Context: an optimization exercise on an open-source flow, tuned for small area. The choices shown serve that exercise and are no tape-out recipe. Function was checked by simulation only, so behaviour that the tests miss may differ from the original. Power and IR drop assume default switching activity.

File: design.v
package csr_pkg;
    localparam int XLEN         = 64;
    localparam int CSR_IDX_W    = 12;
    localparam int OPCODE_W     = 7;
    localparam int TRAP_CAUSE_W = 6;
    localparam logic [XLEN-1:0] MISA_VALUE      = 64'h8000_0000_0000_1100;
    localparam logic [XLEN-1:0] MHARTID_VALUE   = '0;
    localparam logic [XLEN-1:0] MVENDORID_VALUE = '0;
    localparam logic [XLEN-1:0] MARCHID_VALUE   = '0;
    localparam logic [XLEN-1:0] MIMPID_VALUE    = '0;
    localparam int         MSTATUS_MIE_BIT  = 3;
    localparam int         MSTATUS_MPIE_BIT = 7;
    localparam int         MSTATUS_MPP_LSB  = 11;
    localparam logic [1:0] MSTATUS_MPP_M    = 2'b11;
    localparam logic [XLEN-1:0] MTVEC_WMASK         = ~64'h2;
    localparam logic [XLEN-1:0] MEPC_WMASK          = ~64'h3;
    localparam logic [XLEN-1:0] MCOUNTINHIBIT_WMASK = 64'h5;
    localparam int              INHIBIT_CY_BIT      = 0;
    localparam int              INHIBIT_IR_BIT      = 2;
    typedef enum logic [CSR_IDX_W-1:0] {
        CSR_MSTATUS       = 12'h300,
        CSR_MISA          = 12'h301,
        CSR_MTVEC         = 12'h305,
        CSR_MCOUNTINHIBIT = 12'h320,
        CSR_MSCRATCH      = 12'h340,
        CSR_MEPC          = 12'h341,
        CSR_MCAUSE        = 12'h342,
        CSR_MTVAL         = 12'h343,
        CSR_MCYCLE        = 12'hB00,
        CSR_MINSTRET      = 12'hB02,
        CSR_MVENDORID     = 12'hF11,
        CSR_MARCHID       = 12'hF12,
        CSR_MIMPID        = 12'hF13,
        CSR_MHARTID       = 12'hF14
    } csr_index_e;
    typedef enum logic [OPCODE_W-1:0] {
        OPC_MISCMEM = 7'b0001111,
        OPC_SYSTEM  = 7'b1110011,
        OPC_OTHER   = 7'b0110011
    } commit_opcode_e;
    typedef struct packed {
        logic            valid;
        logic            csren;
        csr_index_e      index;
        logic [XLEN-1:0] data;
        logic            mret;
    } csr_write_t;
    typedef struct packed {
        logic                    valid;
        commit_opcode_e          opcode;
        logic [XLEN-1:0]         pc;
        logic                    trap;
        logic                    trap_async;
        logic [TRAP_CAUSE_W-1:0] trap_cause;
        logic [XLEN-1:0]         trap_value;
    } instr_commit_t;
    typedef struct packed {
        logic mpie;
        logic mie;
    } mstatus_t;
    typedef struct packed {
        mstatus_t        mstatus;
        logic [XLEN-1:0] mtvec;
        logic [XLEN-1:0] mscratch;
        logic [XLEN-1:0] mepc;
        logic [XLEN-1:0] mcause;
        logic [XLEN-1:0] mtval;
    } trap_csrs_t;
    typedef struct packed {
        logic [XLEN-1:0] mcycle;
        logic [XLEN-1:0] minstret;
        logic [XLEN-1:0] mcountinhibit;
    } counter_csrs_t;
    typedef struct packed {
        logic            req;
        logic [XLEN-1:0] newpc;
    } flush_t;
endpackage
import csr_pkg::*;
module csr_trap_unit (
    input  logic                   clk_i,
    input  logic                   arst_n_i,
    input  csr_pkg::csr_write_t    csr_commit_i,
    input  csr_pkg::instr_commit_t instr_commit_i,
    output csr_pkg::trap_csrs_t    trap_csrs_o,
    output csr_pkg::flush_t        flush_o
);
    logic            mie_q;
    logic            mpie_q;
    logic [XLEN-1:0] mtvec_q;
    logic [XLEN-1:0] mscratch_q;
    logic [XLEN-1:0] mepc_q;
    logic [XLEN-1:0] mcause_q;
    logic [XLEN-1:0] mtval_q;
    logic            csr_wr;
    logic            trap_take;
    logic            mret_take;
    logic            fence_take;
    logic [XLEN-1:0] trap_base;
    logic [XLEN-1:0] trap_target;
    assign csr_wr    = csr_commit_i.valid && csr_commit_i.csren;
    assign trap_take = instr_commit_i.valid && instr_commit_i.trap;
    assign mret_take = csr_commit_i.valid && csr_commit_i.mret;
    assign fence_take = instr_commit_i.valid &&
                        ((instr_commit_i.opcode == OPC_MISCMEM) ||
                         (instr_commit_i.opcode == OPC_SYSTEM));
    always_ff @(posedge clk_i or negedge arst_n_i) begin
        if (!arst_n_i) begin
            mie_q      <= 1'b0;
            mpie_q     <= 1'b0;
            mtvec_q    <= '0;
            mscratch_q <= '0;
            mepc_q     <= '0;
            mcause_q   <= '0;
            mtval_q    <= '0;
        end else if (trap_take) begin
            mepc_q   <= instr_commit_i.pc;
            mcause_q <= {instr_commit_i.trap_async,
                         {(XLEN-TRAP_CAUSE_W-1){1'b0}},
                         instr_commit_i.trap_cause};
            mtval_q  <= instr_commit_i.trap_value;
            mpie_q   <= mie_q;
            mie_q    <= 1'b0;
        end else begin
            if (csr_wr) begin
                case (csr_commit_i.index)
                    CSR_MSTATUS: begin
                        mie_q  <= csr_commit_i.data[MSTATUS_MIE_BIT];
                        mpie_q <= csr_commit_i.data[MSTATUS_MPIE_BIT];
                    end
                    CSR_MTVEC: begin
                        mtvec_q <= csr_commit_i.data & MTVEC_WMASK;
                    end
                    CSR_MSCRATCH: begin
                        mscratch_q <= csr_commit_i.data;
                    end
                    CSR_MEPC: begin
                        mepc_q <= csr_commit_i.data & MEPC_WMASK;
                    end
                    CSR_MCAUSE: begin
                        mcause_q <= csr_commit_i.data;
                    end
                    CSR_MTVAL: begin
                        mtval_q <= csr_commit_i.data;
                    end
                    default: begin
                    end
                endcase
            end
            if (mret_take) begin
                mie_q  <= mpie_q;
                mpie_q <= 1'b1;
            end
        end
    end
    always_comb begin
        trap_csrs_o.mstatus.mie  = mie_q;
        trap_csrs_o.mstatus.mpie = mpie_q;
        trap_csrs_o.mtvec        = mtvec_q;
        trap_csrs_o.mscratch     = mscratch_q;
        trap_csrs_o.mepc         = mepc_q;
        trap_csrs_o.mcause       = mcause_q;
        trap_csrs_o.mtval        = mtval_q;
    end
    assign trap_base = {mtvec_q[XLEN-1:2], 2'b00};
    always_comb begin
        if (mtvec_q[0] && instr_commit_i.trap_async) begin
            trap_target = trap_base +
                          {{(XLEN-TRAP_CAUSE_W-2){1'b0}}, instr_commit_i.trap_cause, 2'b00};
        end else begin
            trap_target = trap_base;
        end
    end
    always_comb begin
        flush_o.req = trap_take || mret_take || fence_take;
        if (trap_take) begin
            flush_o.newpc = trap_target;
        end else if (mret_take) begin
            flush_o.newpc = mepc_q;
        end else begin
            flush_o.newpc = instr_commit_i.pc + XLEN'(4);
        end
    end
endmodule
import csr_pkg::*;
module csr_counters (
    input  logic                   clk_i,
    input  logic                   arst_n_i,
    input  csr_pkg::csr_write_t    csr_commit_i,
    input  csr_pkg::instr_commit_t instr_commit_i,
    output csr_pkg::counter_csrs_t counter_csrs_o
);
    logic [XLEN-1:0] mcycle_q;
    logic [XLEN-1:0] minstret_q;
    logic [XLEN-1:0] mcountinhibit_q;
    logic csr_wr;
    logic mcycle_wr;
    logic minstret_wr;
    logic inhibit_wr;
    logic minstret_inc;
    assign csr_wr      = csr_commit_i.valid && csr_commit_i.csren;
    assign mcycle_wr   = csr_wr && (csr_commit_i.index == CSR_MCYCLE);
    assign minstret_wr = csr_wr && (csr_commit_i.index == CSR_MINSTRET);
    assign inhibit_wr  = csr_wr && (csr_commit_i.index == CSR_MCOUNTINHIBIT);
    assign minstret_inc = instr_commit_i.valid && !instr_commit_i.trap &&
                          !mcountinhibit_q[INHIBIT_IR_BIT];
    always_ff @(posedge clk_i or negedge arst_n_i) begin
        if (!arst_n_i) begin
            mcycle_q        <= '0;
            minstret_q      <= '0;
            mcountinhibit_q <= '0;
        end else begin
            if (mcycle_wr) begin
                mcycle_q <= csr_commit_i.data;
            end else if (!mcountinhibit_q[INHIBIT_CY_BIT]) begin
                mcycle_q <= mcycle_q + XLEN'(1);
            end
            if (minstret_wr) begin
                minstret_q <= csr_commit_i.data;
            end else if (minstret_inc) begin
                minstret_q <= minstret_q + XLEN'(1);
            end
            if (inhibit_wr) begin
                mcountinhibit_q <= csr_commit_i.data & MCOUNTINHIBIT_WMASK;
            end
        end
    end
    assign counter_csrs_o.mcycle        = mcycle_q;
    assign counter_csrs_o.minstret      = minstret_q;
    assign counter_csrs_o.mcountinhibit = mcountinhibit_q;
endmodule
import csr_pkg::*;
module csr_read_mux (
    input  csr_pkg::csr_index_e     read_index_i,
    input  csr_pkg::trap_csrs_t     trap_csrs_i,
    input  csr_pkg::counter_csrs_t  counter_csrs_i,
    output logic [csr_pkg::XLEN-1:0] read_data_o,
    output logic                    read_illegal_o
);
    logic [XLEN-1:0] mstatus_view;
    always_comb begin
        mstatus_view                                      = '0;
        mstatus_view[MSTATUS_MIE_BIT]                     = trap_csrs_i.mstatus.mie;
        mstatus_view[MSTATUS_MPIE_BIT]                    = trap_csrs_i.mstatus.mpie;
        mstatus_view[MSTATUS_MPP_LSB+1:MSTATUS_MPP_LSB]   = MSTATUS_MPP_M;
    end
    always_comb begin
        read_illegal_o = 1'b0;
        case (read_index_i)
            CSR_MSTATUS:       read_data_o = mstatus_view;
            CSR_MISA:          read_data_o = MISA_VALUE;
            CSR_MTVEC:         read_data_o = trap_csrs_i.mtvec;
            CSR_MSCRATCH:      read_data_o = trap_csrs_i.mscratch;
            CSR_MEPC:          read_data_o = trap_csrs_i.mepc;
            CSR_MCAUSE:        read_data_o = trap_csrs_i.mcause;
            CSR_MTVAL:         read_data_o = trap_csrs_i.mtval;
            CSR_MCOUNTINHIBIT: read_data_o = counter_csrs_i.mcountinhibit;
            CSR_MCYCLE:        read_data_o = counter_csrs_i.mcycle;
            CSR_MINSTRET:      read_data_o = counter_csrs_i.minstret;
            CSR_MHARTID:       read_data_o = MHARTID_VALUE;
            CSR_MVENDORID:     read_data_o = MVENDORID_VALUE;
            CSR_MARCHID:       read_data_o = MARCHID_VALUE;
            CSR_MIMPID:        read_data_o = MIMPID_VALUE;
            default: begin
                read_data_o    = '0;
                read_illegal_o = 1'b1;
            end
        endcase
    end
endmodule
import csr_pkg::*;
module csr_top (
    input  logic                          clk_i,
    input  logic                          arst_n_i,
    input  logic                          csr_valid_i,
    input  logic                          csr_csren_i,
    input  logic [csr_pkg::CSR_IDX_W-1:0] csr_index_i,
    input  logic [csr_pkg::XLEN-1:0]      csr_data_i,
    input  logic                          csr_mret_i,
    input  logic                          commit_valid_i,
    input  logic [csr_pkg::OPCODE_W-1:0]  commit_opcode_i,
    input  logic [csr_pkg::XLEN-1:0]      commit_pc_i,
    input  logic                          commit_trap_i,
    input  logic                          commit_trap_async_i,
    input  logic [csr_pkg::TRAP_CAUSE_W-1:0] commit_trap_cause_i,
    input  logic [csr_pkg::XLEN-1:0]      commit_trap_value_i,
    input  logic [csr_pkg::CSR_IDX_W-1:0] read_index_i,
    output logic [csr_pkg::XLEN-1:0]      read_data_o,
    output logic                          read_illegal_o,
    output logic                          flush_req_o,
    output logic [csr_pkg::XLEN-1:0]      flush_newpc_o
);
    csr_pkg::csr_write_t    csr_commit_i;
    csr_pkg::instr_commit_t instr_commit_i;
    csr_pkg::csr_index_e    read_index;
    csr_pkg::flush_t        flush_o;
    csr_pkg::trap_csrs_t    trap_csrs;
    csr_pkg::counter_csrs_t counter_csrs;
    assign csr_commit_i.valid = csr_valid_i;
    assign csr_commit_i.csren = csr_csren_i;
    assign csr_commit_i.index = csr_pkg::csr_index_e'(csr_index_i);
    assign csr_commit_i.data  = csr_data_i;
    assign csr_commit_i.mret  = csr_mret_i;
    assign instr_commit_i.valid      = commit_valid_i;
    assign instr_commit_i.opcode     = csr_pkg::commit_opcode_e'(commit_opcode_i);
    assign instr_commit_i.pc         = commit_pc_i;
    assign instr_commit_i.trap       = commit_trap_i;
    assign instr_commit_i.trap_async = commit_trap_async_i;
    assign instr_commit_i.trap_cause = commit_trap_cause_i;
    assign instr_commit_i.trap_value = commit_trap_value_i;
    assign read_index = csr_pkg::csr_index_e'(read_index_i);
    assign flush_req_o   = flush_o.req;
    assign flush_newpc_o = flush_o.newpc;
    csr_trap_unit u_trap_unit (
        .clk_i          (clk_i),
        .arst_n_i       (arst_n_i),
        .csr_commit_i   (csr_commit_i),
        .instr_commit_i (instr_commit_i),
        .trap_csrs_o    (trap_csrs),
        .flush_o        (flush_o)
    );
    csr_counters u_counters (
        .clk_i          (clk_i),
        .arst_n_i       (arst_n_i),
        .csr_commit_i   (csr_commit_i),
        .instr_commit_i (instr_commit_i),
        .counter_csrs_o (counter_csrs)
    );
    csr_read_mux u_read_mux (
        .read_index_i   (read_index),
        .trap_csrs_i    (trap_csrs),
        .counter_csrs_i (counter_csrs),
        .read_data_o    (read_data_o),
        .read_illegal_o (read_illegal_o)
    );
endmodule
File: constraint.sdc
create_clock -name core_clock -period 7.0 [get_ports {clk_i}]
set_input_delay 1.4000 -clock core_clock [delete_from_list [all_inputs] [get_ports {clk_i}]]
set_output_delay 1.4000 -clock core_clock [all_outputs]
set_load 0.01 [all_outputs]
File: run.sh
#!/bin/bash
# synth_recipe.tcl (not shown) runs the flow's synth.tcl, then flattens the netlist and writes it again
# the make line also repeats each setting of config.mk as NAME=value (left out here)
make -C /OpenROAD-flow-scripts/flow DESIGN_CONFIG=/design/flow/config.mk WORK_HOME=/design/flow/orfs CLKGATE_MAP_FILE= SYNTH_SCRIPT=/design/flow/synth_recipe.tcl finish
File: config.mk
export PLATFORM = sky130hd
export DESIGN_NAME = csr_top
export DESIGN_NICKNAME = csr_top
export VERILOG_FILES = /design/flow/design.v
export SDC_FILE = /design/flow/constraint.sdc
export NUM_CORES = 4
export LEC_CHECK = 0
export CAP_MARGIN = 20
export CORE_MARGIN = 2
export CORE_UTILIZATION = 40
export SLEW_MARGIN = 20
==> flow_summary.toml <==
[route]
drt-total-wl_um = 113000
drt_pass1_iterations = 10
drc = 0
ant_nets = 0
vias_per_cell = 6.24
wl_per_cell_um = 26.7
drt_iter0_markers = 3343
vias = 26346

[setup_path]
crit_required_ns = 5.60
critPathMaxFanout = 9
arrival_ns = 5.10
timing.rr.end = "u_counters.mcycle_q[63]"
critPathLaunchType = "input port"
rrSetupSlack_ns = 3.73
r2r-start = "u_counters.mcycle_q[20]"
worstSetupEndpointType = "output port"
rr_worst_depth = 6
setup.worst_path.class = "input port to output port"

[sta]
skew_ns = 0.0304
hold_slack_ns = 0.506
post-route-min-period_ns = 6.50
finalHoldViolCount = 0
finalSetupTns_ns = 0
rsz0062_at_grt = "false"
setup_viol = 0
fmax_mhz = 154
fin_crit_sh = 0.929
final-max-slew-violation-count = 0
tightest_slew_ns = 1.18
relSlewSlack = 0.212

[clock_network]
clkTransAtPathRegs_ns = 0.06
cts_max_level = 2
tritoncts = "yes"
ctsResizeCount = 0
insertion_delay_ns = 0.62
clkSinkCount = 451
postCtsHoldBufs = 0
clk_path_buf_depth = 3
post_cts_buffers = 0
cts_buffers = 52
cts_root_buffer = "clkbuf_16"

[synth]
synth_top_area_frac = 0.419
synth_edf_count = 0
synth.cells.most_frequent = "nand2_1, dfrtp_1, o21ai_0, clkbuf_1, nor2_1"
syn_area_um2 = 26900
synth_cell_types = 73
ys_seq_area_frac = 0.419
netlist_instances = 3025
yosys-top-cells-area = "dfrtp_1, nand2_1, mux2_2, mux2i_1, o21ai_0"
synthArstFlopShare = 1.00
yosys.cell_count.top_type = "nand2_1"
synth_ff_type = "dfrtp_1"
syn_avg_cell_area_um2 = 8.90
synth_top_area_cell = "dfrtp_1"
syn_nets = 3272
synth-seq-cells = 451
yosys_warnings = 3

[final_layout]
area_growth_pct = 24.5
fill_cells = 6242
drive_gt1_frac = 0.0967
nets = 3558
fin_util = 0.501

[die]
start_util = 0.402
die_area_um2 = 69400
io_pins = 367
die_w_um = 263
die_h_um = 263
rows = 95
coreArea_um2 = 66900

[global_routing]
grt_max_degree = 150
antenna_found_initial = 8
grt_use_met2 = 0.490
grt_pass1_wl_um = 168000
grt_overflow = 0
grtUsageTotal = 0.317
top_usage_layer = "met2"
first_global_vias = 25630
grt_use_met1 = 0.448
met3_usage = 0.0662

[power_and_ir_drop]
sequentialPowerShare = 0.437
p_int_uw = 4840
p_sw_uw = 1790
pwr-share-comb = 0.124
powerDensity_nw_per_um2 = 198
p_clk_frac = 0.440
power_leakage_uw = 0.0141
total_power_uw = 6640
ir_drop_mv = 0.190
switching_share = 0.270

[hold_path]
min_path_type = "flop to flop"
min_from = "u_trap_unit.mscratch_q[14]"
min_to = "u_trap_unit.mscratch_q[14]"
whs_path_depth = 1

[placement]
dpl.hpwl_um = 80300
portBuffers = 366
place_congestion = 0.958

[run]
cap_violations = 0

[outcome]
status = "no timing/DRC/antenna violations"
metrics by stage:
| stage | std cells | area, um2 | setup WS (ns) |
|---|---|---|---|
| 6_report | 4225 | 33500 | 0.496 |
| 5_1_grt | 4224 | 33500 | 0.393 |
| 4_1_cts | 4222 | 33500 | 0.570 |
| 3_5_place_dp | 4128 | 31700 | 0.616 |
| 3_3_place_gp | 4127 | 31700 | 0.591 |
| 2_1_floorplan | 3025 | 26900 | 1.96 |
worst max path at each step:
stage / startpoint / endpoint / cells past startpoint
after floorplan: commit_trap_cause_i[0] / flush_newpc_o[62] / 8
after global placement: commit_trap_cause_i[0] / flush_newpc_o[62] / 11
after detailed placement: commit_trap_cause_i[0] / flush_newpc_o[62] / 11
after CTS: commit_trap_cause_i[0] / flush_newpc_o[62] / 11
after global routing: commit_trap_cause_i[0] / flush_newpc_o[38] / 11
final: commit_trap_cause_i[0] / flush_newpc_o[38] / 11
worst max-delay path, cell delays in order:
cell,delay [ns]
clkdlybuf4s50_1,0.53
ha_1,0.22
fa_1,0.21
a21o_1,0.17
a221oi_1,0.09
buf_4,0.17
nor2_1,0.82
and3_1,0.38
xnor2_1,0.23
o22ai_1,0.30
clkdlybuf4s50_1,0.58
power by group through the flow:
stage | Clock, uW | Sequential (uW) | Combinational (uW)
global placement | 0 | 2930 | 801
CTS | 2960 | 2890 | 817
detailed placement | 0 | 2940 | 812
floorplan | 0 | 2880 | 335
finish | 2920 | 2900 | 820
global route | 3070 | 2910 | 889
flip-flops by register name, summed over array words and instances, names as in the netlist:
name                        flops
u_trap_unit.mpie_q              1
u_trap_unit.mscratch_q         64
u_trap_unit.mcause_q           64
u_trap_unit.mtvec_q            63
u_counters.mcountinhibit_q      2
u_counters.minstret_q          64
u_trap_unit.mepc_q             64
u_trap_unit.mtval_q            64
u_counters.mcycle_q            64
u_trap_unit.mie_q               1
cell families after synthesis:
group	count (synthesis)	synth area share
and+or+nand+nor	1133	0.202
adders and majority gates	10	0.00492
muxes	257	0.101
DFF	451	0.419
xor gates and xnor gates	211	0.0686
buffers and inverters	248	0.0352
AOI/OAI and AO/OA	715	0.169
cells in the final DEF, fill, tap and decap left out, types with 61 or more instances in the layout:
cell and count:
o21ai_0 250, nand2_1 449, dfrtp_1 451, a21oi_1 153, nor2_1 167, nand4_1 88, xnor2_1 107, nand3_1 165
mux2i_1 135, mux2_2 122, clkdlybuf4s50_1 365, xor2_1 104, buf_4 66, a22oi_1 129, a222oi_1 67, nor4_1 61
layout make-up:
type	instances	area, um2	share of cell area
Timing Repair Buffer	443	4380	0.131
Clock buffer	74	1500	0.0446
Antenna cell	1	2.50	0.0000746
Clock inverter	20	294	0.00877
Inverter	37	139	0.00414
Multi-Input combinational cell	2326	14800	0.442
Sequential cell	451	11300	0.337
Tap cell	873	1090	0.0326
routing by layer:
layer  vias to the layer above  routed length, um
met2                      1321              50300
met5                         -                 73
met4                        12               3340
met1                     13134              48700
met3                       205              10300
li1                      11674                  -

[port drivers added, routing unchanged]
Ports are ideal in the flow. The routed layout listed here was re-timed in OpenROAD. Step 1 assumes that a clkbuf_16 drives the clock port and a buf_2 every other input. Step 2 moves the port delays by t, midway between the first and last clock arrival at a register: inputs arrive t later, outputs are due t later. That takes back most of the time a late clock gives input paths. Three values: ideal, step 1, step 2; two values: the first two.
t, ns: 0.671
setup slack, ns: 0.496 / 0.466 / 0.466
worst setup path at the end: input to output
clock arrival spread, ns: 0.031 / 0.031
cell pins on the clock port's net: 1
After both steps this run still meets setup and hold. For this run, drivers alone change the setup slack by -0.030 ns; drivers and shift together by -0.030 ns.
